Source: an optimization exercise on an open RTL-to-GDS flow (aim: small area and a short achievable clock period). Production flows keep margins and buffers that such runs may drop. At most, simulation tests tie the RTL to the original design; equivalence was not proved. No functional check of the RTL was part of run 3. Power figures rest on the tool's default switching activity, not on a simulated workload.

**design/flow/config.mk**
```make
export PLATFORM = sky130hd
export DESIGN_NAME = bpu_top
export DESIGN_NICKNAME = bpu_top
export VERILOG_FILES = /design/flow/design.v
export SDC_FILE = /design/flow/constraint.sdc
export NUM_CORES = 4
export LEC_CHECK = 0
export CAP_MARGIN = 20
export CORE_MARGIN = 2
export CORE_UTILIZATION = 40
export CTS_CLUSTER_DIAMETER = 60
export CTS_CLUSTER_SIZE = 40
export SETUP_SLACK_MARGIN = 2.0
export SLEW_MARGIN = 20
export SYNTH_HIERARCHICAL = 1
```
**design/flow/constraint.sdc**
```tcl
create_clock -name core_clock -period 7.0 [get_ports {clk_i}]
set_input_delay 1.4000 -clock core_clock [delete_from_list [all_inputs] [get_ports {clk_i}]]
set_output_delay 1.4000 -clock core_clock [all_outputs]
set_load 0.01 [all_outputs]
```
**design/flow/design.v**
```verilog
module bp_dec4 (
   input  logic [3:0]  a_i,
   output logic [15:0] y_o
);
   always_comb for (int i = 0; i < 16; i++) y_o[i] = (a_i == 4'(i));
endmodule
module bp_eq2 (
   input  logic [1:0] a_i,
   input  logic [1:0] b_i,
   output logic       y_o
);
   assign y_o = (a_i == b_i);
endmodule
module bp_nand3 (
   input  logic a_i, b_i, c_i,
   output logic y_o
);
   assign y_o = !(a_i && b_i && c_i);
endmodule
module bp_nand2 (
   input  logic a_i, b_i,
   output logic y_o
);
   assign y_o = !(a_i && b_i);
endmodule
module bp_nor3 (
   input  logic a_i, b_i, c_i,
   output logic y_o
);
   assign y_o = !(a_i || b_i || c_i);
endmodule
module bp_nor2 (
   input  logic a_i, b_i,
   output logic y_o
);
   assign y_o = !(a_i || b_i);
endmodule
module bp_nand4 (
   input  logic a_i, b_i, c_i, d_i,
   output logic y_o
);
   assign y_o = !(a_i && b_i && c_i && d_i);
endmodule
module bp_tag_hit_n (
   input  logic        en_i,
   input  logic [25:0] tag_i,
   input  logic [25:0] pc_tag_i,
   output logic        hit_n_o
);
   logic [12:0] eq2;         
   logic [4:0]  ne;          
   logic        eq_a, eq_b;
   for (genvar i = 0; i < 13; i++) begin : g_eq2
      bp_eq2 u_eq2 (.a_i(tag_i[2*i +: 2]), .b_i(pc_tag_i[2*i +: 2]), .y_o(eq2[i]));
   end
   bp_nand3 u_ne0 (.a_i(eq2[0]),  .b_i(eq2[1]),  .c_i(eq2[2]), .y_o(ne[0]));
   bp_nand3 u_ne1 (.a_i(eq2[3]),  .b_i(eq2[4]),  .c_i(eq2[5]), .y_o(ne[1]));
   bp_nand3 u_ne2 (.a_i(eq2[6]),  .b_i(eq2[7]),  .c_i(eq2[8]), .y_o(ne[2]));
   bp_nand2 u_ne3 (.a_i(eq2[9]),  .b_i(eq2[10]),               .y_o(ne[3]));
   bp_nand2 u_ne4 (.a_i(eq2[11]), .b_i(eq2[12]),               .y_o(ne[4]));
   bp_nor3  u_eqa (.a_i(ne[0]), .b_i(ne[1]), .c_i(ne[2]), .y_o(eq_a));
   bp_nor2  u_eqb (.a_i(ne[3]), .b_i(ne[4]),              .y_o(eq_b));
   bp_nand3 u_hit (.a_i(eq_a), .b_i(eq_b), .c_i(en_i), .y_o(hit_n_o));
endmodule
module bp_sel16_part (
   input  logic [15:0] d_i,
   input  logic [15:0] sel_i,
   output logic [3:0]  part_o
);
   always_comb for (int i = 0; i < 4; i++) part_o[i] = |(d_i[4*i +: 4] & sel_i[4*i +: 4]);
endmodule
module bp_mux16 (
   input  logic [15:0] d_i,
   input  logic [3:0]  sel_i,
   output logic        y_o
);
   assign y_o = d_i[sel_i];
endmodule
module bp_sel16 (
   input  logic [15:0] d_i,
   input  logic [15:0] sel_i,
   output logic        y_o
);
   assign y_o = |(d_i & sel_i);
endmodule
module bp_out4 (
   input  logic [3:0] hit_part_i,
   input  logic [3:0] bht_part_i,
   input  logic       row_valid_i,
   input  logic [3:0] target_n_i,
   input  logic [3:0] pc_plus4_n_i,
   output logic [3:0] y_o
);
   logic taken;
   assign taken = (|hit_part_i) && (|bht_part_i) && row_valid_i;
   for (genvar i = 0; i < 4; i++) begin : g_bit
      bp_mux2i u_mux (.s_i(taken), .a0_i(pc_plus4_n_i[i]), .a1_i(target_n_i[i]), .y_o(y_o[i]));
   end
endmodule
module bp_mux2i (
   input  logic s_i,
   input  logic a0_i,
   input  logic a1_i,
   output logic y_o
);
   assign y_o = !(s_i ? a1_i : a0_i);
endmodule
module branch_predictor (
   input  logic        clk_i,
   input  logic        rst_i,
   input  logic [31:0] curr_pc_i,
   output logic        pred_taken_o,
   output logic [31:0] pred_target_o,
   output logic        btb_hit_o,
   input  logic        res_valid_i,
   input  logic [31:0] res_pc_i,
   input  logic [31:0] res_target_i,
   input  logic        res_taken_i,
   input  logic        res_mispredict_i,
   output logic [31:0] mispred_cnt_o
);
   logic [15:0][15:0] bht_hi_q, bht_lo_q;    
   logic [15:0]       bht_row_valid_q;
   logic [15:0]       btb_valid_q;
   logic [15:0][25:0] btb_tag_q;
   logic [15:0][31:0] btb_target_q;
   logic [3:0]        ghr_q;
   logic [31:0]       cnt_q;
   logic [3:0]        lk_idx;
   logic [15:0]       lk_dec, lk_col_dec, entry_hit_n;
   logic [3:0]        hit_part, bht_part;
   logic [15:0][15:0] bht_hi_t;              
   logic [15:0]       bht_row;               
   logic              row_valid;
   logic [31:0]       pc_plus4, btb_target_sel;
   assign lk_idx = curr_pc_i[5:2];
   bp_dec4 u_lk_dec  (.a_i(lk_idx),                  .y_o(lk_dec));
   bp_dec4 u_col_dec (.a_i(curr_pc_i[5:2] ^ ghr_q),  .y_o(lk_col_dec));
   for (genvar e = 0; e < 16; e++) begin : g_lk_btb
      bp_tag_hit_n u_hit (
         .en_i    (btb_valid_q[e] && lk_dec[e]),
         .tag_i   (btb_tag_q[e]),
         .pc_tag_i(curr_pc_i[31:6]),
         .hit_n_o (entry_hit_n[e])
      );
   end
   for (genvar i = 0; i < 4; i++) begin : g_hit_part
      bp_nand4 u_part (
         .a_i(entry_hit_n[4*i]),   .b_i(entry_hit_n[4*i+1]),
         .c_i(entry_hit_n[4*i+2]), .d_i(entry_hit_n[4*i+3]),
         .y_o(hit_part[i])
      );
   end
   assign btb_hit_o = |hit_part;
   for (genvar c = 0; c < 16; c++) begin : g_lk_col
      for (genvar r = 0; r < 16; r++) begin : g_t
         assign bht_hi_t[c][r] = bht_hi_q[r][c];
      end
      bp_mux16 u_row (.d_i(bht_hi_t[c]), .sel_i(curr_pc_i[9:6]), .y_o(bht_row[c]));
   end
   bp_mux16 u_row_valid (.d_i(bht_row_valid_q), .sel_i(curr_pc_i[9:6]), .y_o(row_valid));
   bp_sel16_part u_col (.d_i(bht_row), .sel_i(lk_col_dec), .part_o(bht_part));
   assign pc_plus4     = curr_pc_i + 32'd4;
   assign pred_taken_o = (|hit_part) && (|bht_part) && row_valid;
   for (genvar g = 0; g < 8; g++) begin : g_out
      bp_out4 u_out (
         .hit_part_i  (hit_part),
         .bht_part_i  (bht_part),
         .row_valid_i (row_valid),
         .target_n_i  (~btb_target_sel[4*g +: 4]),
         .pc_plus4_n_i(~pc_plus4[4*g +: 4]),
         .y_o         (pred_target_o[4*g +: 4])
      );
   end
   assign btb_target_sel = btb_target_q[lk_idx];
   assign mispred_cnt_o = cnt_q;
   logic [3:0]  up_row, up_col;
   logic        old_hi, old_lo, new_hi, new_lo;
   logic [15:0] col_hit, col_d_hi, col_d_lo;
   assign up_row = res_pc_i[9:6];
   assign up_col = res_pc_i[5:2] ^ ghr_q;
   assign old_hi = bht_row_valid_q[up_row] ?  bht_hi_q[up_row][up_col] : 1'b0;
   assign old_lo = bht_row_valid_q[up_row] ?  bht_lo_q[up_row][up_col] : 1'b1;
   assign new_hi = (old_hi & old_lo) | (res_taken_i & (old_hi | old_lo));
   assign new_lo = (old_hi & ~old_lo) | (res_taken_i & (old_hi | ~old_lo));
   always_comb begin
      for (int c = 0; c < 16; c++) begin
         col_hit[c]  = (up_col == 4'(c));
         col_d_hi[c] = col_hit[c] & new_hi;
         col_d_lo[c] = ~col_hit[c] | new_lo;
      end
   end
   for (genvar r = 0; r < 16; r++) begin : g_bht_row
      logic row_we;
      assign row_we = res_valid_i && (up_row == 4'(r));
      always_ff @(posedge clk_i or posedge rst_i) begin
         if (rst_i) bht_row_valid_q[r] <= 1'b0;
         else if (row_we) bht_row_valid_q[r] <= 1'b1;
      end
      for (genvar c = 0; c < 16; c++) begin : g_bht_col
         always_ff @(posedge clk_i) begin
            if (row_we && (col_hit[c] || !bht_row_valid_q[r])) begin
               bht_hi_q[r][c] <= col_d_hi[c];
               bht_lo_q[r][c] <= col_d_lo[c];
            end
         end
      end
   end
   logic [3:0] up_btb;
   assign up_btb = res_pc_i[5:2];
   for (genvar e = 0; e < 16; e++) begin : g_btb
      logic we;
      assign we = res_valid_i && res_taken_i && (up_btb == 4'(e));
      always_ff @(posedge clk_i or posedge rst_i) begin
         if (rst_i) btb_valid_q[e] <= 1'b0;
         else if (we) btb_valid_q[e] <= 1'b1;
      end
      always_ff @(posedge clk_i) begin
         if (we) begin
            btb_tag_q[e]    <= res_pc_i[31:6];
            btb_target_q[e] <= res_target_i;
         end
      end
   end
   always_ff @(posedge clk_i or posedge rst_i) begin
      if (rst_i) begin
         ghr_q <= '0;
         cnt_q <= '0;
      end else if (res_valid_i) begin
         ghr_q <= {ghr_q[2:0], res_taken_i};
         if (res_mispredict_i) cnt_q <= cnt_q + 32'd1;
      end
   end
endmodule
module bpu_top (
   input  logic        clk_i,
   input  logic        rst_i,
   input  logic [31:0] curr_pc_i,
   output logic        pred_taken_o,
   output logic [31:0] pred_target_o,
   output logic        btb_hit_o,
   input  logic        res_valid_i,
   input  logic [31:0] res_pc_i,
   input  logic [31:0] res_target_i,
   input  logic        res_taken_i,
   input  logic        res_mispredict_i,
   output logic [31:0] mispred_cnt_o
);
   branch_predictor u_bp (.*);
endmodule
```
**design/flow/flow/run.sh**
```bash
#!/bin/bash
# Standard layout (the standard.sh: ORFS from synthesis to the final layout), with
# clock tree synthesis told not to add dummy balancing loads to the clock tree.
set -euo pipefail
cd "$(dirname "$0")/.."
bash standard.sh \
   CTS_ARGS="-sink_clustering_enable -repair_clock_nets -dont_use_dummy_load -sink_clustering_size 40 -sink_clustering_max_diameter 60" \
   finish > flow_make.log 2>&1
```
**design/flow/standard.sh**
```bash
#!/bin/bash
# synth_recipe.tcl (not shown) runs the flow's synth.tcl, then flattens the netlist and writes it again
# the make line also repeats each setting of config.mk as NAME=value (left out here)
make -C /OpenROAD-flow-scripts/flow DESIGN_CONFIG=/design/flow/config.mk WORK_HOME=/design/flow/orfs CLKGATE_MAP_FILE= SYNTH_SCRIPT=/design/flow/synth_recipe.tcl "${@:-finish}"
```
==> impl.org, run 1 <==
** Timing
- For the final database, setup skew stands at 0.0962 ns.
- Pins over their slew limit :: 0
- Setup violations remaining at the end of the flow were counted as 0.
- Transition time at the pin with the least slew margin :: 1.23 ns
- RSZ-0062 raised after global routing :: yes
- Number of endpoints with negative hold slack in the final report :: 0
- Measured against its own limit, the worst slew margin works out to 17.9%.
- Static timing analysis puts the maximum clock frequency at 177 MHz.
- Clock period minus worst slack :: 5.64 ns
- Of the available clock period, the critical path in the final layout requires 80.6%.
- Worst slack on hold paths :: 0.460 ns
- Once routing completed, OpenROAD measured the worst setup slack at 1.36 ns.
- Setup TNS Final :: 0 ns

** Synthesis
- Of all cell types, the one taking the most synthesized area is sky130_fd_sc_hd__edfxtp_1.
- In the post-synthesis netlist, the cell with the most instances is sky130_fd_sc_hd__edfxtp_1.
- Sequential cells were found to cover 68.5% of the synthesized design area.
- Counting flops and latches in the post-synthesis netlist gives 1508.
- The most used flip-flop cell after synthesis is sky130_fd_sc_hd__edfxtp_1.
- Synth Net Count :: 4134
- Unique masters post-synth :: 59
- Combined area of all synthesized cells :: 65600 sq um
- Of the post-synthesis cell area, the dominant cell type holds 65.9%.
- During synthesis, Yosys emitted a total of 9 warnings.
- The commonest cells after synthesis are sky130_fd_sc_hd__edfxtp_1, sky130_fd_sc_hd__xor2_1, sky130_fd_sc_hd__nor2_1.
- After technology mapping, the gate count stands at 4031.
- A synthesized cell averages 16.3 sq um.
- By area the synthesized netlist is led by sky130_fd_sc_hd__edfxtp_1, sky130_fd_sc_hd__mux4_2, sky130_fd_sc_hd__xor2_1, sky130_fd_sc_hd__mux2i_1, sky130_fd_sc_hd__mux4_1.
- Async S/R FF share, synth :: 4.51%
- Number of synthesized flops with an enable pin :: 1440

** Outcome
- The run finished with no timing, DRC or antenna violations.

** Pwr
- Clock share of power :: 30.4%
- Part of the total power dissipated in sequential elements :: 54.2%
- Worst vdd rail ir drop :: 0.000194 V
- In this run the power density over the cells is 244 nW/um^2.
- Net switching is 25.5% of the power.
- Net switching component of the power :: 4.77 mW
- Internal portion of total power :: 13.9 mW
- In this run the static leakage power is 25.5 nW.
- Part of the power in combinational logic :: 15.4%

** Worst setup path
- Crit-path slowest cell :: sky130_fd_sc_hd__mux4_2
- CP Capture Type :: output pin
- The largest single stage delay on the critical path is 0.52 ns.
- STA classifies the critical path startpoint as a primary input.
- Data arrival time of the worst path :: 4.24 ns
- Of all nets on the critical path, the largest fanout is 8.
- By startpoint and endpoint, the worst setup path is classified as primary input to output pin.
- Required time of the critical path :: 5.60 ns
- Walking the worst path, the cells encountered are buf_16 > buf_12 > buf_16 > mux4_2 > mux2i_2 > mux2i_1 > a22oi_2 > nand2_4 > nor4_4 > nor2_2 > buf_6 > mux2i_1 > buf_4 > buf_6.

** Floorplanning
- The floorplan step set the die width to 409 microns.
- The floorplan has 148 rows.
- The core region is 163000 sq um.
- The die covers 167000 sq um.
- Vert. Die Dim :: 409 microns
- During I/O placement, the number of pins put on the boundary was 167.
- The initial utilization of the core area, before any placement, comes to 40.3%.

** Worst hold path
- The tightest min-delay check is of the flip-flop to flip-flop type.

** Global routing
- Largest net degree at the start of global routing :: 116
- The number of antenna violations at the first check in global routing is 13.
- The first global-routing pass estimated 277000 microns of wire.
- Global routing finished with a remaining overflow of 0.
- All-Layer GR Usage :: 23.0%
- The via count of the first global-routing pass came to 37300.

** Clocking
- Clock tree root buffer cell :: sky130_fd_sc_hd__clkbuf_16
- Number of buffers on the longest clock path :: 3
- Clock latency reported for the late side of the worst-skew pair :: 0.75 ns
- Counting the buffers created by CTS gives 112.
- TritonCTS built the clock tree.
- Num Clock Sinks :: 1508
- Hold-fix buffers at CTS :: 0
- Number of levels the H-tree was split into :: 3
- Clk slew on worst S/H paths :: 0.05 ns

** Cells and area
- For this run, the share of the core covered by cells in the final layout is 47.0%.
- Filler-free cell count of the finished design :: 6594
- Of the cells placed in the final design, the portion with a size suffix greater than 1 is 20.5%.
- Number of nets in the layout :: 4521
- Area growth, synth to finish :: 16.8%

** Route
- In this run, the number of DRC markers left after iteration 0 of detailed routing was 4586.
- The final route contains 38000 vias.
- Total DRC errors in the routed layout :: 0
- After detailed routing, the total wire length is 195000 microns.
- Via density :: 5.77
- First-pass iteration count of the detailed router :: 6
- Post-route ant nets :: 0
- Dividing the detail-routed wire length by the instance count gives 29.6 microns.

** Flow run
- The tool flagged a number of max-cap violations equal to 0.

** Place
- Minimum setup slack after placement :: 0.320 ns
- After legalization and detailed placement, the total HPWL measured 117000 microns.
- Number of buffers inserted by port buffering :: 164
- After detailed placement, the design holds a cell count of 6366.
- Routability-driven placement finished with a final weighted congestion of 0.955.
-- metrics by stage --
step / area [sq um] / power [mW]
floorplan: 65700 / 11.7
global placement: 71200 / 12.8
detailed placement: 71300 / 12.9
CTS: 76200 / 18.7
global route: 76600 / 19.2
finish: 76700 / 18.7
-- power by group through the flow --
stage | Sequential (mW) | Clock [mW] | Combinational (mW)
floorplan | 10.3 | 0 | 1.35
global placement | 10.3 | 0 | 2.53
detailed placement | 10.3 | 0 | 2.54
CTS | 10.1 | 5.78 | 2.79
global route | 10.1 | 6.11 | 2.99
finish | 10.1 | 5.69 | 2.88
-- per-layer routing --
metal | track usage (%) | share of wire [%] | wire [microns]
met5 | 0 | 0.019 | 37
met4 | 8.31 | 3.8 | 7440
met3 | 4.51 | 8.1 | 15800
met2 | 37.1 | 48 | 93300
met1 | 30.9 | 40 | 78800
-- cell families (layout without fill, tap and decap cells) --
| logic type | count (synthesis) | after routing | share of synthesized area [%] |
|---|---|---|---|
| adders and majority gates | 3 | 3 | 0.0553 |
| other | 0 | 3 | 0 |
| buffers and inverters | 203 | 585 | 1.47 |
| AOI/OAI and AO/OA | 458 | 458 | 4.14 |
| DFF | 1508 | 1508 | 68.5 |
| xor gates and xnor gates | 487 | 487 | 6.54 |
| and+or+nand+nor | 879 | 882 | 6.65 |
| muxes | 493 | 493 | 12.7 |
-- registers in the layout, indices dropped and copies added (netlist names) --
register	cells
u_bp.bht_row_valid_q	16
u_bp.btb_target_q	512
u_bp.btb_valid_q	16
u_bp.ghr_q	4
u_bp.cnt_q	32
u_bp.btb_tag_q	416
u_bp.bht_lo_q	256
u_bp.bht_hi_q	256
-- Yosys stat by module (local to each module, per instance), a selection --
module,flops+latches,copies in the design,cell area [sq um]
bp_mux16,0,17,135
bp_nand3,0,64,5.00
bp_nor3,0,16,10.0
bp_dec4,0,2,277
bp_nor2,0,16,3.75
bp_eq2,0,208,21.3
bp_mux2i,0,32,10.0
bp_sel16_part,0,1,75.1
branch_predictor,1508,1,57100
bp_out4,0,8,18.8
bp_nand2,0,32,3.75
-- worst max-delay path: cells and delay by family --
kind | cells | cell delay [ns]
AO/OA/AOI/OAI | 1 | 0.26
buffers and inverters | 6 | 0.89
multiplexers | 4 | 1.02
AND/OR/NAND/NOR | 3 | 0.62
-- worst paths after layout --
kind / from / slack (ns) / depth (start not counted) / to
setup reg to reg: u_bp.ghr_q[0] / 2.65 / 11 / u_bp.bht_lo_q[3]
hold / removal: u_bp.btb_valid_q[0] / 0.46 / 1 / u_bp.btb_valid_q[0]
hold reg to reg: u_bp.btb_valid_q[0] / 0.46 / 1 / u_bp.btb_valid_q[0]
max in group asynchronous: rst_i / 4.88 / 3 / u_bp.cnt_q[1]
min in group asynchronous: rst_i / 1.03 / 2 / u_bp.cnt_q[29]
setup / recovery: curr_pc_i[6] / 1.36 / 14 / pred_target_o[11]
-- cells in the final DEF (no fill, tap or decap), types with 39 or more instances in the layout --
master and instances:
sky130_fd_sc_hd__a21oi_1 285, sky130_fd_sc_hd__mux2i_1 186, sky130_fd_sc_hd__nand3_1 69, sky130_fd_sc_hd__buf_6 41, sky130_fd_sc_hd__nand3_2 41, sky130_fd_sc_hd__clkbuf_16 112
sky130_fd_sc_hd__buf_4 164, sky130_fd_sc_hd__dfrtp_1 68, sky130_fd_sc_hd__nand2_1 206, sky130_fd_sc_hd__mux4_2 216, sky130_fd_sc_hd__o21ai_0 39, sky130_fd_sc_hd__buf_12 68
sky130_fd_sc_hd__nor2_1 324, sky130_fd_sc_hd__o221ai_1 68, sky130_fd_sc_hd__xor2_1 443, sky130_fd_sc_hd__clkdlybuf4s50_1 96, sky130_fd_sc_hd__edfxtp_1 1440
-- what timing repair did --
action	4_1_cts	5_1_grt
resized for setup	468	57
buffers inserted	66	14
setup endpoints to repair	546	462
pin swaps	66	29
endpoints found under the hold margin	0	0
gates cloned	29	0
-- area by class of cell --
| type | instances | area (sq um) |
|---|---|---|
| inverters | 11 | 42.5 |
| well taps | 2175 | 2720 |
| multi-input cells | 2323 | 20600 |
| diodes | 3 | 7.51 |
| flip-flops and latches | 1508 | 44900 |
| clock buffers | 112 | 2800 |
| fillers | 13900 | 86300 |
| repair buffers | 462 | 5570 |
==> run 2: changes to the inputs <==
--- a/design/flow/config.mk
+++ b/design/flow/config.mk
@@ -10,6 +10,6 @@
 export CORE_UTILIZATION = 40
 export CTS_CLUSTER_DIAMETER = 60
 export CTS_CLUSTER_SIZE = 40
-export SETUP_SLACK_MARGIN = 2.0
+export SETUP_SLACK_MARGIN = 2.5
 export SLEW_MARGIN = 20
 export SYNTH_HIERARCHICAL = 1
==> run 2 against run 1 <==
Compared with the run above:
- register-to-register slack gained 0.06 ns
- routed wire length grew 1.6%
- count of clock-buffer cells in the layout grew 2
- largest power group unchanged
- combinational power grew 7.6%
- worst setup slack gained 0.11 ns
- non-clock buffer count grew 14
- still clean
- core utilization grew 0.59 points
- sequential share of layout area shrank 0.72 points
==> impl.org, run 2 <==
** Outcome
- Status :: timing/DRC/antenna clean (unchanged)

** Synthesis
- The most instantiated flip-flop cell in the synthesis netlist was sky130_fd_sc_hd__edfxtp_1 (unchanged).
- The sequential area share after synthesis was 68.5% (unchanged).
- The netlist area before placement is 65600 sq um (unchanged).
- Commonest cells in the netlist :: sky130_fd_sc_hd__edfxtp_1, sky130_fd_sc_hd__xor2_1, sky130_fd_sc_hd__nor2_1 (unchanged)
- Synthesized flop and latch total :: 1508 (unchanged)
- Yosys top cell by area :: sky130_fd_sc_hd__edfxtp_1 (unchanged)
- The instance count of the mapped netlist came to 4031 (unchanged).
- The average footprint of a synthesized cell was 16.3 sq um (unchanged).
- The synthesized netlist net count was 4134 (unchanged).
- The fraction of synthesized cell area taken by the top area cell type was 65.9% (unchanged).
- Library cell with the highest instance count after synthesis :: sky130_fd_sc_hd__edfxtp_1 (unchanged)
- Cells taking the most area after synthesis :: sky130_fd_sc_hd__edfxtp_1, sky130_fd_sc_hd__mux4_2, sky130_fd_sc_hd__xor2_1, sky130_fd_sc_hd__mux2i_1, sky130_fd_sc_hd__mux4_1 (unchanged)
- Total number of yosys warnings :: 9 (unchanged)
- The proportion of register bits with asynchronous set or reset after synthesis is 4.51% (unchanged).
- The number of distinct standard cells referenced by the synthesized netlist came to 59 (unchanged).
- Number of synthesized flops with an enable pin :: 1440 (unchanged)

** Route
- Starting DRT DRC Count :: 4739 (was 4586)
- First-pass iteration count of the detailed router :: 6 (unchanged)
- Average wire per cell in the routed design :: 30.0 microns (was 29.6 microns)
- Total wire length after detailed routing :: 198000 microns (was 195000 microns)
- The remaining routing DRC violations came to 0 (unchanged).
- Post-route ant nets :: 0 (unchanged)
- Via density :: 5.82 (was 5.77)
- The total via count after detailed routing came to 38500 (was 38000).

** Worst hold path
- The class of the tightest hold or removal check is flip-flop to flip-flop (unchanged).
- The depth of the worst hold-timing path came to 1 (unchanged).
- The startpoint of the most critical hold path was u_bp.btb_valid_q[4] (was u_bp.btb_valid_q[0]).

** Worst setup path
- The worst setup path startpoint is curr_pc_i[6] (unchanged).
- Kind of cell with the highest combined delay on the critical path :: multiplexers (unchanged)
- The arrival time reported for the critical path endpoint is 4.13 ns (was 4.24 ns).
- Critical path, cell by cell: buf_16 > buf_16 > mux4_2 > mux2i_2 > mux2i_1 > a22oi_2 > buf_4 > buf_8 > nand2_8 > nor4_4 > nor2_2 > buf_6 > mux2i_4 > buf_2 (was buf_16 > buf_12 > buf_16 > mux4_2 > mux2i_2 > mux2i_1 > a22oi_2 > nand2_4 > nor4_4 > nor2_2 > buf_6 > mux2i_1 > buf_4 > buf_6).
- Beginning of the worst register-to-register path :: u_bp.ghr_q[0] (unchanged)
- CP startpoint kind :: primary input (unchanged)
- The number of cells on the worst reg-to-reg path was 13 (was 11).
- CP Capture Type :: output pin (unchanged)
- The data required time at the worst endpoint came to 5.60 ns (about the same).
- Most numerous cell on the critical path :: sky130_fd_sc_hd__buf_16
- The library cell contributing the largest single delay on the critical path is sky130_fd_sc_hd__mux4_2 (unchanged).
- The critical setup path kind was primary input to output pin (unchanged).
- Critical Path Stages :: 14 (unchanged)
- Buf/Inv on CP :: 6 (unchanged)
- CP max stage delay :: 0.54 ns (was 0.52 ns)
- The maximum fanout along the worst path is 7 (was 8).

** Place
- The half-perimeter wire length after placement is 118000 microns (was 117000 microns).
- Post-detailed-placement cell area :: 71200 sq um (was 71300 sq um)
- The number of cells after detailed placement is 6352 (was 6366).
- The last weighted congestion value of the routability-driven placer came to 0.954 (was 0.955).
- The count of buffers from port buffering came to 164 (unchanged).

** Timing
- The final number of hold-violating endpoints was 0 (unchanged).
- Clock period minus worst slack :: 5.53 ns (was 5.64 ns)
- RSZ-0062 raised after global routing :: yes (unchanged)
- Period utilisation layout :: 79.0% (was 80.6%)
- The aggregate negative setup slack is 0 ns (unchanged).
- Pins over their slew limit :: 0 (unchanged)
- Total of endpoints with negative setup slack in the final report :: 0 (unchanged)
- Transition time at the pin with the least slew margin :: 1.23 ns (about the same)
- The worst-case headroom to the max-slew limit is 18.0% (was 17.9%).
- The worst-case clock skew came to 0.114 ns (was 0.0962 ns).
- Highest achievable clock rate :: 181 MHz (was 177 MHz)

** Cells and area
- Commonest cells after routing, fill and taps aside: sky130_fd_sc_hd__edfxtp_1, sky130_fd_sc_hd__xor2_1, sky130_fd_sc_hd__nor2_1 (unchanged).
- The number of flip-flops under the largest register name is 512 (unchanged).
- Register containing the most flip-flops in the final layout :: u_bp.btb_target_q (unchanged)
- Number of nets in the layout :: 4544 (was 4521)
- The fraction of final layout cells with drive strength greater than 1 was 21.9% (was 20.5%).
- Fin util :: 47.6% (was 47.0%)
- Filler-free cell count of the finished design :: 6616 (was 6594)
- Leading registers by flop count :: u_bp.btb_target_q x512, u_bp.btb_tag_q x416 (unchanged)
- Leading cell type in the layout, fill and taps excluded :: sky130_fd_sc_hd__edfxtp_1 (unchanged)
- Post-layout instance area :: 77600 sq um (was 76700 sq um)
- Area growth, synth to finish :: 18.2% (was 16.8%)

** Floorplanning
- The count of pins on the block boundary was 167 (unchanged).
- The number of standard-cell rows in the floorplan is 148 (unchanged).
- Initial standard-cell utilization of the core :: 40.3% (unchanged)
- The overall die area is 167000 sq um (unchanged).
- The floorplan die width is 409 microns (unchanged).
- The core footprint is 163000 sq um (unchanged).
- The die height was 409 microns (unchanged).

** Global routing
- Largest net degree at the start of global routing :: 62 (was 116)
- Wire length of the first global-routing pass :: 280000 microns (was 277000 microns)
- The number of antenna violations at the first check in global routing is 13 (unchanged).
- The overall global routing resource usage was 23.2% (was 23.0%).
- The via count of the first global-routing pass came to 37200 (was 37300).
- The aggregate global routing overflow is 0 (unchanged).

** Flow run
- Number of violations of the max-capacitance limit :: 0 (unchanged)

** Clocking
- Number of CTS-inserted buffers :: 114 (was 112)
- The master cell of the clock root buffer is sky130_fd_sc_hd__clkbuf_16 (unchanged).
- The clock slew at the register clock pins of the worst setup and hold paths is 0.05 ns (about the same).
- Clock latency reported for the late side of the worst-skew pair :: 0.77 ns (was 0.75 ns)
- The maximum root-to-sink buffer count is 3 (unchanged).
- The hold-fix buffer count after cts was 0 (unchanged).
- Number of levels the H-tree was split into :: 3 (unchanged)
- The TritonCTS clock tree was done (unchanged).
- The number of sinks on the clock net came to 1508 (unchanged).

** Pwr
- Worst vdd rail ir drop :: 0.000209 V (was 0.000194 V)
- The total leakage power came to 25.9 nW (was 25.5 nW).
- The power per cell area came to 245 nW/um^2 (was 244 nW/um^2).
run 2: changes by cell type in the layout (fill, tap and decap cells not counted), moves of 5 or more:
cell                      delta
sky130_fd_sc_hd__nand3_4    +10
sky130_fd_sc_hd__and3_1      -9
sky130_fd_sc_hd__and3_4      +9
sky130_fd_sc_hd__buf_16      +9
sky130_fd_sc_hd__buf_6       +9
sky130_fd_sc_hd__buf_12      -8
sky130_fd_sc_hd__nor2_1      -8
sky130_fd_sc_hd__o41ai_1     -8
sky130_fd_sc_hd__nor2_2      +7
sky130_fd_sc_hd__o41ai_2     +6
sky130_fd_sc_hd__xor2_4      +5
run 2: path summary, 6_finish.rpt:
path,endpoint,slack [ns]
max,pred_target_o[14],1.47
min,u_bp.btb_valid_q[4],0.46
max reg2reg,u_bp.bht_lo_q[169],2.71
min reg2reg,u_bp.btb_valid_q[4],0.46
max in group asynchronous,u_bp.cnt_q[1],4.90
min in group asynchronous,u_bp.cnt_q[31],1.02
run 2: per-stage QoR:
stage          total power [mW]  hold slack (ns)  setup WS, ns
3_5_place_dp               12.9            0.445         0.436
5_1_grt                    19.5            0.473          1.41
2_1_floorplan              11.7            0.431          2.06
6_report                   19.0            0.459          1.47
4_1_cts                    19.0            0.459          1.51
3_3_place_gp               12.9            0.442         0.430
run 2: cell type report:
cell class,instances,area (sq um)
inverter,11,42.5
multi-input combinational,2330,21100
clock buffer,114,2850
antenna,2,5.00
sequential,1508,44900
tap,2175,2720
fill,13700,85300
timing repair buffer,476,5900
run 2: per-layer routing:
layer,vias up,share of wire [%],track usage [%]
li1,16400,-,-
met1,19900,40,31.3
met2,1887,47,37.0
met3,374,9.1,4.66
met4,8,4.3,9.13
met5,-,0.021,0
run 2: kinds of logic after synthesis:
logic type | Yosys count | share of synthesized area, %
AOI/OAI and AO/OA | 458 | 4.14
and+or+nand+nor | 879 | 6.65
adders and majority gates | 3 | 0.0553
DFF | 1508 | 68.5
buffers and inverters | 203 | 1.47
xor gates and xnor gates | 487 | 6.54
muxes | 493 | 12.7
run 2: modules after synthesis (local to each module, per instance), a selection:
module	cell area (sq um)	cells inside	flops+latches
bp_nor3	10.0	1	0
bp_nand2	3.75	1	0
branch_predictor	57100	3048	1508
bp_eq2	21.3	3	0
bp_nand4	6.26	1	0
bp_mux16	135	7	0
bp_mux2i	10.0	1	0
bp_nor2	3.75	1	0
run 2: repair_timing:
action | in CTS | in global routing
cloned | 44 | 2
pin swaps | 84 | 30
buffers inserted | 87 | 13
endpoints found under the setup margin | 546 | 546
resized for setup | 529 | 74
run 2: where the power goes:
part	internal, mW	switching, mW
logic	1.19	1.91
registers	10.1	0.0851
clock network	2.84	2.91
==> run 3: changes to the inputs <==
--- a/design/flow/design.v
+++ b/design/flow/design.v
@@ -128,7 +128,7 @@
    logic [31:0]       cnt_q;
    logic [3:0]        lk_idx;
    logic [15:0]       lk_dec, lk_col_dec, entry_hit_n;
-   logic [3:0]        hit_part, bht_part;
+   logic [1:0][3:0]   hit_part, bht_part;   
    logic [15:0][15:0] bht_hi_t;              
    logic [15:0]       bht_row;               
    logic              row_valid;
@@ -144,14 +144,16 @@
          .hit_n_o (entry_hit_n[e])
       );
    end
-   for (genvar i = 0; i < 4; i++) begin : g_hit_part
-      bp_nand4 u_part (
-         .a_i(entry_hit_n[4*i]),   .b_i(entry_hit_n[4*i+1]),
-         .c_i(entry_hit_n[4*i+2]), .d_i(entry_hit_n[4*i+3]),
-         .y_o(hit_part[i])
-      );
-   end
-   assign btb_hit_o = |hit_part;
+   for (genvar h = 0; h < 2; h++) begin : g_hit_half
+      for (genvar i = 0; i < 4; i++) begin : g_hit_part
+         bp_nand4 u_part (
+            .a_i(entry_hit_n[4*i]),   .b_i(entry_hit_n[4*i+1]),
+            .c_i(entry_hit_n[4*i+2]), .d_i(entry_hit_n[4*i+3]),
+            .y_o(hit_part[h][i])
+         );
+      end
+   end
+   assign btb_hit_o = |hit_part[0];
    for (genvar c = 0; c < 16; c++) begin : g_lk_col
       for (genvar r = 0; r < 16; r++) begin : g_t
          assign bht_hi_t[c][r] = bht_hi_q[r][c];
@@ -159,13 +161,15 @@
       bp_mux16 u_row (.d_i(bht_hi_t[c]), .sel_i(curr_pc_i[9:6]), .y_o(bht_row[c]));
    end
    bp_mux16 u_row_valid (.d_i(bht_row_valid_q), .sel_i(curr_pc_i[9:6]), .y_o(row_valid));
-   bp_sel16_part u_col (.d_i(bht_row), .sel_i(lk_col_dec), .part_o(bht_part));
+   for (genvar h = 0; h < 2; h++) begin : g_col_half
+      bp_sel16_part u_col (.d_i(bht_row), .sel_i(lk_col_dec), .part_o(bht_part[h]));
+   end
    assign pc_plus4     = curr_pc_i + 32'd4;
-   assign pred_taken_o = (|hit_part) && (|bht_part) && row_valid;
+   assign pred_taken_o = (|hit_part[0]) && (|bht_part[0]) && row_valid;
    for (genvar g = 0; g < 8; g++) begin : g_out
       bp_out4 u_out (
-         .hit_part_i  (hit_part),
-         .bht_part_i  (bht_part),
+         .hit_part_i  (hit_part[g/4]),
+         .bht_part_i  (bht_part[g/4]),
          .row_valid_i (row_valid),
          .target_n_i  (~btb_target_sel[4*g +: 4]),
          .pc_plus4_n_i(~pc_plus4[4*g +: 4]),
==> run 3 against run 2 <==
Compared with the run above:
- combinational power about the same
- flip-flop and latch count unchanged
- routed wire length grew 0.13%
- core utilization hardly changed
- sequential power about the same
- non-clock buffer count fell by 10
- critical path type unchanged
==> impl.org, run 3 <==
** Synthesis
- The proportion of register bits with asynchronous set or reset after synthesis was 4.51% (unchanged).
- Yosys top cell by area :: sky130_fd_sc_hd__edfxtp_1 (unchanged)
- The most numerous cell in the Yosys netlist was sky130_fd_sc_hd__edfxtp_1 (unchanged).
- Number of instances in the synthesized netlist :: 4047 (was 4031)
- Commonest cells in the netlist :: sky130_fd_sc_hd__edfxtp_1, sky130_fd_sc_hd__xor2_1, sky130_fd_sc_hd__nor2_1 (unchanged)
- The sequential area share after synthesis is 68.4% (was 68.5%).
- Total number of yosys warnings :: 9 (unchanged)
- The average footprint of a synthesized cell was 16.2 sq um (was 16.3 sq um).
- Cells taking the most area after synthesis: sky130_fd_sc_hd__edfxtp_1, sky130_fd_sc_hd__mux4_2, sky130_fd_sc_hd__xor2_1, sky130_fd_sc_hd__mux2i_1, sky130_fd_sc_hd__mux4_1 (unchanged).
- The register bit count reported by yosys was 1508 (unchanged).
- Combined area of all synthesized cells :: 65700 sq um (was 65600 sq um)
- The number of enable flip-flop cells after synthesis was 1440 (unchanged).
- The fraction of synthesized cell area taken by the top area cell type came to 65.8% (was 65.9%).
- Synth Net Count :: 4150 (was 4134)
- The number of distinct standard cells referenced by the synthesized netlist came to 59 (unchanged).
- Ys flop type :: sky130_fd_sc_hd__edfxtp_1 (unchanged)

** Worst setup path
- CP startpoint kind :: primary input (unchanged)
- The arrival time reported for the critical path endpoint is 4.21 ns (was 4.13 ns).
- The nature of the critical path endpoint is an output pin (unchanged).
- The library cell contributing the largest single delay on the critical path is sky130_fd_sc_hd__mux4_2 (unchanged).
- The critical setup path kind is primary input to output pin (unchanged).
- Highest net fanout along the worst path :: 8 (was 7)
- The data required time at the worst endpoint is 5.60 ns (about the same).
- Critical path, cell by cell: buf_16 > buf_8 > buf_16 > mux4_2 > mux2i_2 > mux2i_4 > a22oi_2 > nand2_2 > buf_6 > nor4_4 > nor2_2 > buf_12 > mux2i_4 > buf_6 (was buf_16 > buf_16 > mux4_2 > mux2i_2 > mux2i_1 > a22oi_2 > buf_4 > buf_8 > nand2_8 > nor4_4 > nor2_2 > buf_6 > mux2i_4 > buf_2).
- The highest cell delay on the worst timing path is 0.52 ns (was 0.54 ns).

** Global routing
- Number of antenna violations at the first check in global routing :: 15 (was 13)
- The aggregate global routing overflow came to 0 (unchanged).
- The global-route wire length before repair came to 279000 microns (was 280000 microns).
- Number of global-route vias before repair :: 37800 (was 37200)
- The maximum number of pins on one net before global-route repair was 63 (was 62).
- All-Layer GR Usage :: 23.1% (was 23.2%)

** Clocking
- The number of sinks on the clock net was 1508 (unchanged).
- The maximum root-to-sink buffer count came to 3 (unchanged).
- The TritonCTS buffer count was 110 (was 114).
- Clock tree root buffer cell :: sky130_fd_sc_hd__clkbuf_16 (unchanged)
- The TritonCTS clock tree is done (unchanged).
- Clk slew on worst S/H paths :: 0.06 ns (was 0.05 ns)
- The worst-skew pair later-pin latency is 0.77 ns (about the same).
- The number of H-tree levels was 3 (unchanged).
- The hold-fix buffer count after cts is 0 (unchanged).

** Cells and area
- Area occupied by multi-input gates :: 21400 sq um (was 21100 sq um)
- Leading registers by flop count: u_bp.btb_target_q x512, u_bp.btb_tag_q x416 (unchanged).
- Area growth, synth to finish :: 18.1% (was 18.2%)
- The most common library cell in the layout ignoring fill and taps is sky130_fd_sc_hd__edfxtp_1 (unchanged).
- The net count of the finished layout is 4544 (unchanged).
- FF/Latch Area :: 44900 sq um (unchanged)
- Filler-free cell count of the finished design :: 6620 (was 6616)
- The fraction of final layout cells with drive strength greater than 1 was 22.7% (was 21.9%).
- Total of fill cells in the finished design :: 13800 (was 13700)
- Largest register FFs :: 512 (unchanged)
- The register name with the most flops is u_bp.btb_target_q (unchanged).
- Commonest cells after routing, fill and taps aside: sky130_fd_sc_hd__edfxtp_1, sky130_fd_sc_hd__xor2_1, sky130_fd_sc_hd__nor2_1 (unchanged).

** Timing
- Transition time at the pin with the least slew margin :: 1.26 ns (was 1.23 ns)
- Pins over their slew limit :: 0 (unchanged)
- RSZ-0062 raised after global routing :: yes (unchanged)
- The worst-case clock skew came to 0.113 ns (was 0.114 ns).
- The final setup violation count is 0 (unchanged).
- The final critical delay including setup and external delays is 5.61 ns (was 5.53 ns).
- The worst-case headroom to the max-slew limit came to 16.0% (was 18.0%).
- The final number of hold-violating endpoints came to 0 (unchanged).
- The fmax was 178 MHz (was 181 MHz).
- Period utilisation layout :: 80.1% (was 79.0%)
- The aggregate negative setup slack came to 0 ns (unchanged).

** Floorplanning
- Area of the core :: 163000 sq um (unchanged)
- Initial standard-cell utilization of the core :: 40.3% (about the same)
- The floorplan die width was 409 microns (about the same).
- Vert. Die Dim :: 409 microns (about the same)
- The overall die area came to 168000 sq um (was 167000 sq um).
- Top-level I/O count :: 167 (unchanged)
- Number of placement rows :: 148 (unchanged)

** Place
- Detailed placer's ending HPWL :: 118000 microns (about the same)
- The count of buffers from port buffering came to 164 (unchanged).
- The last weighted congestion value of the routability-driven placer came to 0.949 (was 0.954).
- Dpl cells :: 6360 (was 6352)

** Route
- The number of detailed-routing iterations run before antenna repair is 9 (was 6).
- Starting DRT DRC Count :: 4799 (was 4739)
- The average via count per standard cell is 5.85 (was 5.82).
- Routed vias :: 38700 (was 38500)
- Post-route ant nets :: 0 (unchanged)
- Total DRC errors in the routed layout :: 0 (unchanged)
- The total wire length was 199000 microns (was 198000 microns).
- Average wire per cell in the routed design :: 30.0 microns (about the same)

** Pwr
- The proportion of total power due to net switching is 25.9% (was 25.8%).
- Static Leak :: 25.7 nW (was 25.9 nW)
- Internal portion of total power :: 14.0 mW (was 14.1 mW)
- Worst vdd rail ir drop :: 0.000200 V (was 0.000209 V)
- Clock share of power :: 29.8% (was 30.3%)
- Part of the power in combinational logic :: 16.4% (was 16.3%)
- Pwr Density :: 243 nW/um^2 (was 245 nW/um^2)
- Part of the total power dissipated in sequential elements :: 53.7% (was 53.4%)
- The net switching power was 4.89 mW (was 4.91 mW).

** Flow run
- The number of max-capacitance violations reported came to 0 (unchanged).

** Outcome
- Status: timing/DRC/antenna clean (unchanged).

** Worst hold path
- Kind of path behind the tightest hold check :: flip-flop to flip-flop (unchanged)
[run 3: cell types whose count changed after synthesis, sizes merged]
cell / delta
a22oi: +8
nand2: +4
nand4: +4
[run 3: layout make-up]
class | count | area share (%)
Sequential cell | 1508 | 57.9
Multi-Input combinational cell | 2344 | 27.6
Timing Repair Buffer | 466 | 7.36
Clock buffer | 110 | 3.55
Tap cell | 2175 | 3.51
Inverter | 11 | 0.0548
Antenna cell | 6 | 0.0193
[run 3: path summary, 6_finish.rpt]
check	cells after the start	slack [ns]	startpoint	to
worst max-delay path	14	1.39	curr_pc_i[6]	pred_target_o[10]
worst min-delay path	1	0.46	u_bp.btb_valid_q[15]	u_bp.btb_valid_q[15]
worst max register to register	13	2.73	u_bp.ghr_q[0]	u_bp.bht_hi_q[229]
worst min register to register	1	0.46	u_bp.btb_valid_q[15]	u_bp.btb_valid_q[15]
max in group asynchronous	3	4.77	rst_i	u_bp.cnt_q[4]
min in group asynchronous	2	1.00	rst_i	u_bp.btb_valid_q[3]
[run 3: layer usage]
| metal | global-route usage, % | vias up | part of all wire, % | wire, microns |
|---|---|---|---|---|
| met1 | 31.1 | 20100 | 40 | 78600 |
| met4 | 8.86 | 4 | 4.1 | 8150 |
| met3 | 4.76 | 375 | 8.9 | 17600 |
| met5 | 0 | - | 0.016 | 31 |
| met2 | 36.8 | 1887 | 47 | 94300 |
| li1 | - | 16400 | - | - |
[run 3: logic make-up (layout without fill, tap and decap cells)]
family	count (synthesis)	in the layout	share of synthesized area, %
AOI/OAI and AO/OA	466	467	4.23
xor gates and xnor gates	487	487	6.53
adders and majority gates	3	3	0.0552
buffers and inverters	203	587	1.46
DFF	1508	1508	68.4
muxes	493	493	12.7
other	0	6	0
and+or+nand+nor	887	894	6.70
[run 3: power by group through the flow]
stage / Clock (mW) / Combinational, mW / Sequential (mW)
floorplan: 0 / 1.42 / 10.3
global placement: 0 / 2.51 / 10.3
detailed placement: 0 / 2.54 / 10.3
CTS: 5.74 / 2.93 / 10.1
global route: 6.04 / 3.21 / 10.2
finish: 5.63 / 3.10 / 10.1
[run 3: per-module statistics from Yosys, one instance, submodules excluded, excerpt]
module            area [sq um]  cells  copies in the design  flip-flops and latches
branch_predictor         57100   3048                     1                    1508
bp_sel16_part             75.1     12                     2                       0
bp_dec4                    277     20                     2                       0
bp_nand4                  6.26      1                     8                       0
bp_eq2                    21.3      3                   208                       0
bp_nor3                   10.0      1                    16                       0
bp_mux2i                  10.0      1                    32                       0
bp_out4                   18.8      3                     8                       0
bp_nand2                  3.75      1                    32                       0
bp_nand3                  5.00      1                    64                       0
[run 3: through the flow]
stage | hold slack [ns] | utilization (%) | instance area (sq um) | worst slack, ns | total power [mW]
floorplan | 0.431 | - | 66100 | 2.06 | 11.7
finish | 0.461 | 47.6 | 77600 | 1.39 | 18.9
global placement | 0.443 | 43.7 | 71200 | 0.327 | 12.9
global route | 0.471 | 47.6 | 77600 | 1.34 | 19.4
detailed placement | 0.446 | 43.7 | 71200 | 0.295 | 12.9
CTS | 0.461 | 47.3 | 77100 | 1.47 | 18.8
[run 3: critical path, delay by kind of cell]
kind                   cells  cell delay, ns
AO/OA/AOI/OAI              1            0.19
buffers and inverters      6            0.86
multiplexers               4            1.23
AND/OR/NAND/NOR            3            0.48
[run 3: what timing repair did]
item                                    in CTS  in global routing
pin swaps                                  101                 43
endpoints found under the hold margin        0                  0
endpoints found under the setup margin     547                546
cloned                                      36                  9
setup buffers                               88                 11
resized for setup                          564                 87
==> run 4: changes to the inputs <==
--- a/design/flow/design.v
+++ b/design/flow/design.v
@@ -180,16 +180,19 @@
    assign mispred_cnt_o = cnt_q;
    logic [3:0]  up_row, up_col;
    logic        old_hi, old_lo, new_hi, new_lo;
-   logic [15:0] col_hit, col_d_hi, col_d_lo;
+   logic [15:0] col_hit, col_we, col_d_hi, col_d_lo;
+   logic        up_row_valid;
    assign up_row = res_pc_i[9:6];
    assign up_col = res_pc_i[5:2] ^ ghr_q;
-   assign old_hi = bht_row_valid_q[up_row] ?  bht_hi_q[up_row][up_col] : 1'b0;
-   assign old_lo = bht_row_valid_q[up_row] ?  bht_lo_q[up_row][up_col] : 1'b1;
+   assign old_hi = up_row_valid ? bht_hi_q[up_row][up_col] : 1'b0;
+   assign old_lo = up_row_valid ? bht_lo_q[up_row][up_col] : 1'b1;
    assign new_hi = (old_hi & old_lo) | (res_taken_i & (old_hi | old_lo));
    assign new_lo = (old_hi & ~old_lo) | (res_taken_i & (old_hi | ~old_lo));
+   assign up_row_valid = bht_row_valid_q[up_row];
    always_comb begin
       for (int c = 0; c < 16; c++) begin
          col_hit[c]  = (up_col == 4'(c));
+         col_we[c]   = col_hit[c] || !up_row_valid;
          col_d_hi[c] = col_hit[c] & new_hi;
          col_d_lo[c] = ~col_hit[c] | new_lo;
       end
@@ -203,7 +206,7 @@
       end
       for (genvar c = 0; c < 16; c++) begin : g_bht_col
          always_ff @(posedge clk_i) begin
-            if (row_we && (col_hit[c] || !bht_row_valid_q[r])) begin
+            if (row_we && col_we[c]) begin
                bht_hi_q[r][c] <= col_d_hi[c];
                bht_lo_q[r][c] <= col_d_lo[c];
             end
--- a/design/flow/config.mk
+++ b/design/flow/config.mk
@@ -7,9 +7,9 @@
 export LEC_CHECK = 0
 export CAP_MARGIN = 20
 export CORE_MARGIN = 2
-export CORE_UTILIZATION = 40
+export CORE_UTILIZATION = 55
 export CTS_CLUSTER_DIAMETER = 60
 export CTS_CLUSTER_SIZE = 40
-export SETUP_SLACK_MARGIN = 2.5
+export SETUP_SLACK_MARGIN = 1.5
 export SLEW_MARGIN = 20
 export SYNTH_HIERARCHICAL = 1
==> run 4 against run 3 <==
Compared with the run above:
- die area is 27% lower
- maximum frequency is 0.23% lower
- sequential power hardly changed
- worst hold slack worse by 0.0037 ns
- clock power is about 10% higher
- cell count is 9.6% lower
- clock skew is 0.056 ns lower
- routed wire length is 8.7% lower
- still clean
- sequential share of layout area is 1.6 points higher
- largest cell class unchanged
- combinational power is 14% lower
==> impl.org, run 4 <==
** Synthesis
- Library cell with the highest instance count after synthesis :: sky130_fd_sc_hd__edfxtp_1 (unchanged)
- The synthesized netlist net count is 4140 (was 4150).
- The number of enable flip-flop cells after synthesis was 1440 (unchanged).
- The fraction of synthesized cell area taken by the top area cell type was 66.2% (was 65.8%).
- The register bit count reported by yosys was 1508 (unchanged).
- Async S/R FF share, synth :: 4.51% (unchanged)
- The post-synthesis cell type with the largest combined area is sky130_fd_sc_hd__edfxtp_1 (unchanged).
- Post-Syn Area per Cell :: 16.2 sq um (about the same)
- Total number of yosys warnings :: 9 (unchanged)
- Ys flop type :: sky130_fd_sc_hd__edfxtp_1 (unchanged)
- Unique masters post-synth :: 63 (was 59)
- Commonest cells in the netlist: sky130_fd_sc_hd__edfxtp_1, sky130_fd_sc_hd__nor2_1, sky130_fd_sc_hd__xor2_1 (was sky130_fd_sc_hd__edfxtp_1, sky130_fd_sc_hd__xor2_1, sky130_fd_sc_hd__nor2_1).
- The sequential area share after synthesis was 68.8% (was 68.4%).
- The netlist area before placement came to 65300 sq um (was 65700 sq um).
- Cells taking the most area after synthesis: sky130_fd_sc_hd__edfxtp_1, sky130_fd_sc_hd__mux4_2, sky130_fd_sc_hd__xor2_1, sky130_fd_sc_hd__nor2_1, sky130_fd_sc_hd__mux2i_1 (was sky130_fd_sc_hd__edfxtp_1, sky130_fd_sc_hd__mux4_2, sky130_fd_sc_hd__xor2_1, sky130_fd_sc_hd__mux2i_1, sky130_fd_sc_hd__mux4_1).
- Number of instances in the synthesized netlist :: 4037 (was 4047)

** Floorplanning
- Vert. Die Dim :: 349 microns (was 409 microns)
- The overall die area is 122000 sq um (was 168000 sq um).
- The core footprint came to 118000 sq um (was 163000 sq um).
- Top-level I/O count :: 167 (unchanged)
- Number of placement rows :: 126 (was 148)
- The initial core utilization came to 55.4% (was 40.3%).
- The floorplan die width came to 349 microns (was 409 microns).

** Route
- The total via count after detailed routing came to 37100 (was 38700).
- The per-cell routed wire length was 30.3 microns (was 30.0 microns).
- Post-route ant nets :: 0 (unchanged)
- The number of violations reported at the end of detailed-routing iteration 0 is 3530 (was 4799).
- Total DRC errors in the routed layout :: 0 (unchanged)
- The total wire length was 181000 microns (was 199000 microns).
- First-pass iteration count of the detailed router :: 6 (was 9)
- The average via count per standard cell is 6.20 (was 5.85).

** Cells and area
- The fraction of final layout cells with drive strength greater than 1 was 20.2% (was 22.7%).
- The net count of the finished layout was 4553 (was 4544).
- Commonest cells after routing, fill and taps aside :: sky130_fd_sc_hd__edfxtp_1, sky130_fd_sc_hd__nor2_1, sky130_fd_sc_hd__xor2_1 (was sky130_fd_sc_hd__edfxtp_1, sky130_fd_sc_hd__xor2_1, sky130_fd_sc_hd__nor2_1)
- Leading registers by flop count :: u_bp.btb_target_q x512, u_bp.btb_tag_q x416 (unchanged)
- The final cell utilization of the core is 64.1% (was 47.6%).
- Leading cell type in the layout, fill and taps excluded :: sky130_fd_sc_hd__edfxtp_1 (unchanged)
- The number of flip-flops under the largest register name is 512 (unchanged).
- The synthesis-to-finish area growth came to 15.6% (was 18.1%).
- Register containing the most flip-flops in the final layout :: u_bp.btb_target_q (unchanged)

** Timing
- The count of pins over their slew limit is 0 (unchanged).
- The final critical delay including setup and external delays was 5.62 ns (was 5.61 ns).
- The fmax came to 178 MHz (about the same).
- RSZ-0062 raised after global routing :: yes (unchanged)
- The worst-case headroom to the max-slew limit came to 20.7% (was 16.0%).
- The final cycle utilization of the critical path was 80.3% (was 80.1%).
- Total of endpoints with negative setup slack in the final report :: 0 (unchanged)
- Worst clock skew on the final layout :: 0.0567 ns (was 0.113 ns)
- Setup TNS Final :: 0 ns (unchanged)
- The final number of hold-violating endpoints was 0 (unchanged).
- The worst-margin pin slew was 1.19 ns (was 1.26 ns).

** Global routing
- Largest net degree at the start of global routing :: 79 (was 63)
- The number of antenna violations at the first check in global routing was 3 (was 15).
- The global-route wire length before repair is 259000 microns (was 279000 microns).
- The aggregate global routing overflow came to 0 (unchanged).
- All-Layer GR Usage :: 29.9% (was 23.1%)
- The via count of the first global-routing pass is 36500 (was 37800).

** Worst hold path
- The class of the tightest hold or removal check is flip-flop to flip-flop (unchanged).
- The depth of the worst hold-timing path was 1 (unchanged).
- Origin of the worst min-delay path :: u_bp.btb_valid_q[14] (was u_bp.btb_valid_q[15])
- Worst hold endpoint :: u_bp.btb_valid_q[14] (was u_bp.btb_valid_q[15])

** Worst setup path
- Most numerous cell on the critical path :: sky130_fd_sc_hd__buf_12
- The data required time at the worst endpoint came to 5.60 ns (about the same).
- Critical path, cell by cell :: buf_16 > buf_12 > buf_16 > buf_12 > mux4_2 > mux2i_2 > mux2i_4 > a22oi_2 > nand2_2 > buf_6 > nor4_4 > nor2_4 > buf_12 > mux2i_1 > buf_4 > buf_6 (was buf_16 > buf_8 > buf_16 > mux4_2 > mux2i_2 > mux2i_4 > a22oi_2 > nand2_2 > buf_6 > nor4_4 > nor2_2 > buf_12 > mux2i_4 > buf_6)
- Beginning of the worst register-to-register path :: u_bp.ghr_q[0] (unchanged)
- Slack of the worst reg-to-reg path :: 2.44 ns (was 2.73 ns)
- CP max stage delay :: 0.50 ns (was 0.52 ns)
- The nature of the critical path endpoint is an output pin (unchanged).
- Data arrival time of the worst path :: 4.22 ns (was 4.21 ns)
- The maximum fanout along the worst path came to 5 (was 8).
- The number of cells on the worst reg-to-reg path is 11 (was 13).
- The library cell contributing the largest single delay on the critical path was sky130_fd_sc_hd__mux4_2 (unchanged).
- The critical path startpoint category is a primary input (unchanged).
- Type of the setup path with the least slack :: primary input to output pin (unchanged)
- The destination of the worst register-to-register timing path is u_bp.bht_lo_q[161] (was u_bp.bht_hi_q[229]).

** Place
- Routability congestion estimate :: 0.951 (was 0.949)
- Number of buffers inserted by port buffering :: 164 (unchanged)
- The half-perimeter wire length after placement was 114000 microns (was 118000 microns).

** Outcome
- Status :: timing/DRC/antenna clean (unchanged)

** Clocking
- The clock slew at the register clock pins of the worst setup and hold paths is 0.04 ns (was 0.06 ns).
- The master cell of the clock root buffer is sky130_fd_sc_hd__clkbuf_16 (unchanged).
- Clock latency reported for the late side of the worst-skew pair :: 0.76 ns (was 0.77 ns)
- The TritonCTS clock tree is done (unchanged).
- The maximum root-to-sink buffer count came to 3 (unchanged).
- The number of sinks on the clock net was 1508 (unchanged).
- The TritonCTS buffer count was 130 (was 110).
- Number of levels the H-tree was split into :: 4 (was 3)

** Flow run
- The number of max-capacitance violations reported was 0 (unchanged).

** Pwr
- Worst vdd rail ir drop :: 0.000244 V (was 0.000200 V)
- Static Leak :: 25.7 nW (about the same)
- The power per cell area was 252 nW/um^2 (was 243 nW/um^2).
-- run 4: cell types whose count changed after synthesis, moves of 16 or more --
| cell | before | now |
|---|---|---|
| sky130_fd_sc_hd__nor2_1 | 344 | 677 |
| sky130_fd_sc_hd__and2_1 | 19 | 35 |
| sky130_fd_sc_hd__mux2_2 | 30 | 4 |
| sky130_fd_sc_hd__a21oi_1 | 285 | 6 |
| sky130_fd_sc_hd__mux2i_1 | 216 | 232 |
| sky130_fd_sc_hd__buf_1 | 40 | 14 |
-- run 4: critical path, delay by kind of cell --
kind	cells	cell delay, ns
AO/OA/AOI/OAI	1	0.20
buffers and inverters	8	1.12
multiplexers	4	1.01
AND/OR/NAND/NOR	3	0.47
-- run 4: power by group --
| part | internal [mW] | switching [mW] | total (mW) |
|---|---|---|---|
| clock network | 3.26 | 2.94 | 6.20 |
| registers | 10.1 | 0.0867 | 10.2 |
| logic | 1.01 | 1.67 | 2.68 |
| total | 14.4 | 4.70 | 19.1 |
-- run 4: how the worst max path moves through the flow --
stage	from	to	slack [ns]	cells after the start
after floorplan	curr_pc_i[2]	pred_target_o[0]	1.56	11
after global placement	curr_pc_i[29]	pred_target_o[0]	0.25	12
after global routing	curr_pc_i[6]	pred_target_o[11]	1.31	16
after detailed placement	curr_pc_i[29]	pred_target_o[0]	0.22	12
final	curr_pc_i[6]	pred_target_o[11]	1.38	16
after CTS	curr_pc_i[17]	pred_target_o[31]	1.47	13
-- run 4: modules after synthesis, one instance, submodules excluded, excerpt --
module	cells inside	copies in the design	flops+latches
bp_mux2i	1	32	0
bp_nand4	1	8	0
bp_mux16	7	17	0
bp_dec4	20	2	0
bp_nor3	1	16	0
bp_sel16_part	12	2	0
bp_nand2	1	32	0
-- run 4: per-stage QoR --
stage	std cells	total power [mW]	cell area [sq um]	hold slack, ns	setup WS, ns
after floorplan	4037	11.7	65400	0.431	1.56
after global placement	5773	12.7	70200	0.443	0.249
after detailed placement	5775	12.8	70200	0.445	0.220
after CTS	5963	19.1	75100	0.458	1.47
after global routing	5985	19.6	75500	0.473	1.31
final	5987	19.1	75500	0.458	1.38
-- run 4: cell families after synthesis --
logic type      share of synthesized area [%]
xor+xnor                                 6.60
mux                                      12.7
compound gates                           2.08
flops                                    68.8
fa+ha+maj                              0.0555
buf+inv                                  1.34
simple gates                             8.41
-- run 4: what timing repair did --
action	4_1_cts	5_1_grt
cloned	13	3
setup buffers	45	18
setup endpoints to repair	34	34
pin swaps	54	32
hold buffers	0	0
gates resized for setup	373	96
-- run 4: per-layer routing --
metal	track usage [%]	part of all wire, %	up-vias
li1	-	-	16100
met1	40.0	40	19200
met2	49.4	49	1465
met3	4.45	6.5	321
met4	12.3	4.4	4
met5	0	0.015	-
-- run 4: layout make-up --
type / count / area, sq um
inverter: 17 / 65.1
clock buffer: 130 / 3250
multi-input combinational: 2359 / 20600
antenna: 3 / 7.51
timing repair buffer: 434 / 4790
tap: 1536 / 1920
sequential: 1508 / 44900
fill: 8618 / 42400
==> run 5: changes to the inputs <==
==> design/flow/config.mk (replaced) <==
export PLATFORM = sky130hd
export DESIGN_NAME = bpu_top
export DESIGN_NICKNAME = bpu_top
export VERILOG_FILES = /design/flow/design.v
export SDC_FILE = /design/flow/constraint.sdc
export NUM_CORES = 4
export LEC_CHECK = 0
export CAP_MARGIN = 0
export CORE_MARGIN = 2
export CORE_UTILIZATION = 40
export CTS_CLUSTER_DIAMETER = 60
export CTS_CLUSTER_SIZE = 40
export SETUP_SLACK_MARGIN = 1.5
export SLEW_MARGIN = 0
export SYNTH_HIERARCHICAL = 1
==> run 5 against run 4 <==
Compared with the run above:
- sequential power is essentially flat
- synthesized area is the same
- core utilization shrank 18 points
- critical endpoint is now pred_target_o[13]
- final area is essentially flat
- routed wire length grew 1.3%
- critical path depth shrank 3
- sequential share of layout area is essentially flat
- cell count grew 9.9%
- register-to-register slack is essentially flat
- die area grew 37%
- non-clock buffer count shrank 30
==> impl.org, run 5 <==
** Synthesis
- The instance count of the mapped netlist is 4037 (unchanged).
- The average footprint of a synthesized cell is 16.2 sq um (unchanged).
- The proportion of register bits with asynchronous set or reset after synthesis is 4.51% (unchanged).
- Unique masters post-synth :: 63 (unchanged)
- Fraction of post-synthesis cell area in the top cell type by area :: 66.2% (unchanged)
- The sequential area share after synthesis came to 68.8% (unchanged).
- Commonest cells in the netlist :: sky130_fd_sc_hd__edfxtp_1, sky130_fd_sc_hd__nor2_1, sky130_fd_sc_hd__xor2_1 (unchanged)
- Total number of yosys warnings :: 9 (unchanged)
- The most numerous cell in the Yosys netlist is sky130_fd_sc_hd__edfxtp_1 (unchanged).
- Synth Net Count :: 4140 (unchanged)
- The number of enable flip-flop cells after synthesis is 1440 (unchanged).
- Synthesized flop and latch total :: 1508 (unchanged)
- The post-synthesis cell type with the largest combined area was sky130_fd_sc_hd__edfxtp_1 (unchanged).

** Timing
- The worst-margin pin slew came to 1.28 ns (was 1.19 ns).
- The final cycle utilization of the critical path was 80.2% (was 80.3%).
- RSZ-0062 raised after global routing: yes (unchanged).
- Worst clock skew on the final layout :: 0.124 ns (was 0.0567 ns)
- The aggregate negative setup slack is 0 ns (unchanged).
- Pins over their slew limit :: 0 (unchanged)
- Worst rel slew slack :: 14.5% (was 20.7%)
- The final number of hold-violating endpoints is 0 (unchanged).
- Total of endpoints with negative setup slack in the final report :: 0 (unchanged)

** Cells and area
- Commonest cells after routing, fill and taps aside: sky130_fd_sc_hd__edfxtp_1, sky130_fd_sc_hd__nor2_1, sky130_fd_sc_hd__xor2_1 (unchanged).
- Leading registers by flop count: u_bp.btb_target_q x512, u_bp.btb_tag_q x416 (unchanged).
- Leading cell type in the layout, fill and taps excluded :: sky130_fd_sc_hd__edfxtp_1 (unchanged)
- The fraction of final layout cells with drive strength greater than 1 is 19.0% (was 20.2%).
- The fill cell instance count of the final layout came to 14000 (was 8618).
- Filler-free cell count of the finished design :: 6579 (was 5987)
- The register name with the most flops is u_bp.btb_target_q (unchanged).
- Number of nets in the layout :: 4505 (was 4553)
- Largest register FFs :: 512 (unchanged)

** Route
- The number of violations reported at the end of detailed-routing iteration 0 came to 3963 (was 3530).
- Total DRC errors in the routed layout :: 0 (unchanged)
- The total via count after detailed routing is 36900 (was 37100).
- Post-route ant nets :: 0 (unchanged)
- Average wire per cell in the routed design :: 27.9 microns (was 30.3 microns)
- The average via count per standard cell was 5.61 (was 6.20).

** Clocking
- TritonCTS clock tree :: done (unchanged)
- The maximum root-to-sink buffer count was 3 (unchanged).
- Clock latency reported for the late side of the worst-skew pair :: 0.76 ns (about the same)
- Number of levels the H-tree was split into :: 3 (was 4)
- Clk slew on worst S/H paths :: 0.05 ns (was 0.04 ns)
- Hold-fix buffers at CTS :: 0 (unchanged)

** Pwr
- The peak ir drop on the vdd network was 0.000208 V (was 0.000244 V).
- Net switching share of the total power :: 24.9% (was 24.6%)
- Internal portion of total power :: 13.9 mW (was 14.4 mW)
- Net switching component of the power :: 4.61 mW (was 4.70 mW)
- Final total power :: 18.5 mW (was 19.1 mW)
- Pwr Density :: 245 nW/um^2 (was 252 nW/um^2)

** Worst setup path
- CP startpoint kind :: primary input (unchanged)
- CP max stage delay :: 0.55 ns (was 0.50 ns)
- Buf/Inv on CP :: 5 (was 8)
- The data required time at the worst endpoint was 5.60 ns (about the same).
- Kind of cell with the highest combined delay on the critical path :: multiplexers (was buffers and inverters)
- The critical setup path kind was primary input to output pin (unchanged).
- CP Capture Type :: output pin (unchanged)
- The maximum fanout along the worst path is 8 (was 5).
- The arrival time reported for the critical path endpoint is 4.22 ns (about the same).

** Floorplanning
- Initial standard-cell utilization of the core :: 40.2% (was 55.4%)
- Vert. Die Dim :: 408 microns (was 349 microns)
- The core footprint is 163000 sq um (was 118000 sq um).
- The number of standard-cell rows in the floorplan came to 148 (was 126).

** Global routing
- Number of antenna violations at the first check in global routing :: 14 (was 3)
- Largest net degree at the start of global routing :: 69 (was 79)
- The aggregate global routing overflow came to 0 (unchanged).

** Place
- Dpl cells :: 6395 (was 5775)
- Post-detailed-placement cell area :: 70700 sq um (was 70200 sq um)
- Detailed placer's ending HPWL :: 113000 microns (was 114000 microns)
- Number of buffers inserted by port buffering :: 164 (unchanged)

** Outcome
- Status: timing/DRC/antenna clean (unchanged).

** Worst hold path
- The class of the tightest hold or removal check is flip-flop to flip-flop (unchanged).
[run 5: cells by family (layout without fill, tap and decap cells)]
kind of cell	count (synthesis)	count (layout)	synth area share [%]
other cells	0	4	0
fa+ha+maj	3	3	0.0555
xor+xnor	487	487	6.60
buf+inv	170	533	1.34
compound gates	181	181	2.08
mux	488	488	12.7
simple gates	1200	1200	8.41
flops	1508	1508	68.8
[run 5: power groups by stage]
stage / clock network, mW / registers [mW] / logic, mW
CTS: 5.80 / 10.2 / 2.60
finish: 5.68 / 10.2 / 2.63
global placement: 0 / 10.3 / 2.37
detailed placement: 0 / 10.4 / 2.39
floorplan: 0 / 10.3 / 1.32
global route: 6.11 / 10.2 / 2.77
[run 5: per-module statistics from Yosys (local to each module, per instance), excerpt]
module | area [sq um] | flip-flops and latches | copies in the design
bp_out4 | 18.8 | 0 | 8
bp_sel16_part | 75.1 | 0 | 2
bp_eq2 | 21.3 | 0 | 208
bp_dec4 | 277 | 0 | 2
bp_mux2i | 10.0 | 0 | 32
bp_nand4 | 6.26 | 0 | 8
bp_nand3 | 5.00 | 0 | 64
bp_nand2 | 3.75 | 0 | 32
bp_mux16 | 135 | 0 | 17
[run 5: layout make-up]
type	count	area [sq um]	area share (%)
sequential	1508	44900	59.5
multi-input combinational	2359	20500	27.1
timing repair buffer	404	4540	6.01
clock buffer	112	2800	3.71
tap	2175	2720	3.60
inverter	17	63.8	0.0845
antenna	4	10.0	0.0132
[run 5: worst paths after layout]
kind,startpoint,end,slack [ns],depth (start not counted)
min in group asynchronous,rst_i,u_bp.cnt_q[19],1.28,3
worst min-delay path,u_bp.btb_valid_q[10],u_bp.btb_valid_q[10],0.46,1
worst min register to register,u_bp.btb_valid_q[10],u_bp.btb_valid_q[10],0.46,1
max in group asynchronous,rst_i,u_bp.ghr_q[3],5.03,3
worst max register to register,u_bp.ghr_q[2],u_bp.bht_lo_q[205],2.45,10
worst max-delay path,curr_pc_i[6],pred_target_o[13],1.38,13
[run 5: worst reg2reg max path, stage by stage, from the launching register on]
cell	delay, ns
sky130_fd_sc_hd__dfrtp_1	0.49
sky130_fd_sc_hd__xor2_1	0.78
sky130_fd_sc_hd__nor2_1	0.32
sky130_fd_sc_hd__and2_1	0.24
sky130_fd_sc_hd__a2111oi_0	0.63
sky130_fd_sc_hd__a221o_1	0.27
sky130_fd_sc_hd__o211ai_1	0.16
sky130_fd_sc_hd__or3_1	0.36
sky130_fd_sc_hd__maj3_2	0.52
sky130_fd_sc_hd__nand2_1	0.28
sky130_fd_sc_hd__buf_4	0.27
[run 5: what timing repair did]
action,4_1_cts,5_1_grt
setup endpoints to repair,130,218
pin swaps,71,18
resized for setup,406,51
endpoints found under the hold margin,0,0
gates cloned,23,3
setup buffers,34,8
[run 5: metrics by stage]
step / utilization (%) / setup WS, ns / hold WS, ns
final: 46.5 / 1.38 / 0.458
after global routing: 46.5 / 1.28 / 0.466
after CTS: 46.3 / 1.39 / 0.458
after detailed placement: 43.5 / 0.327 / 0.445
after global placement: 43.5 / 0.352 / 0.443
after floorplan: - / 1.56 / 0.431
[run 5: layer usage]
| layer | up-vias | part of all wire (%) | track usage (%) |
|---|---|---|---|
| li1 | 16000 | - | - |
| met1 | 19200 | 41 | 29.5 |
| met2 | 1401 | 48 | 35.1 |
| met3 | 296 | 7.1 | 4.14 |
| met4 | 6 | 3.7 | 7.15 |
| met5 | - | 0.018 | 0 |

Check on run 5: ideal ports give 1.384 ns setup slack; a clkbuf_16 on the clock port and buf_2 on the inputs give 1.069 ns; moving port delays by the midpoint clock arrival (0.787 ns) as well gives 0.759 ns.
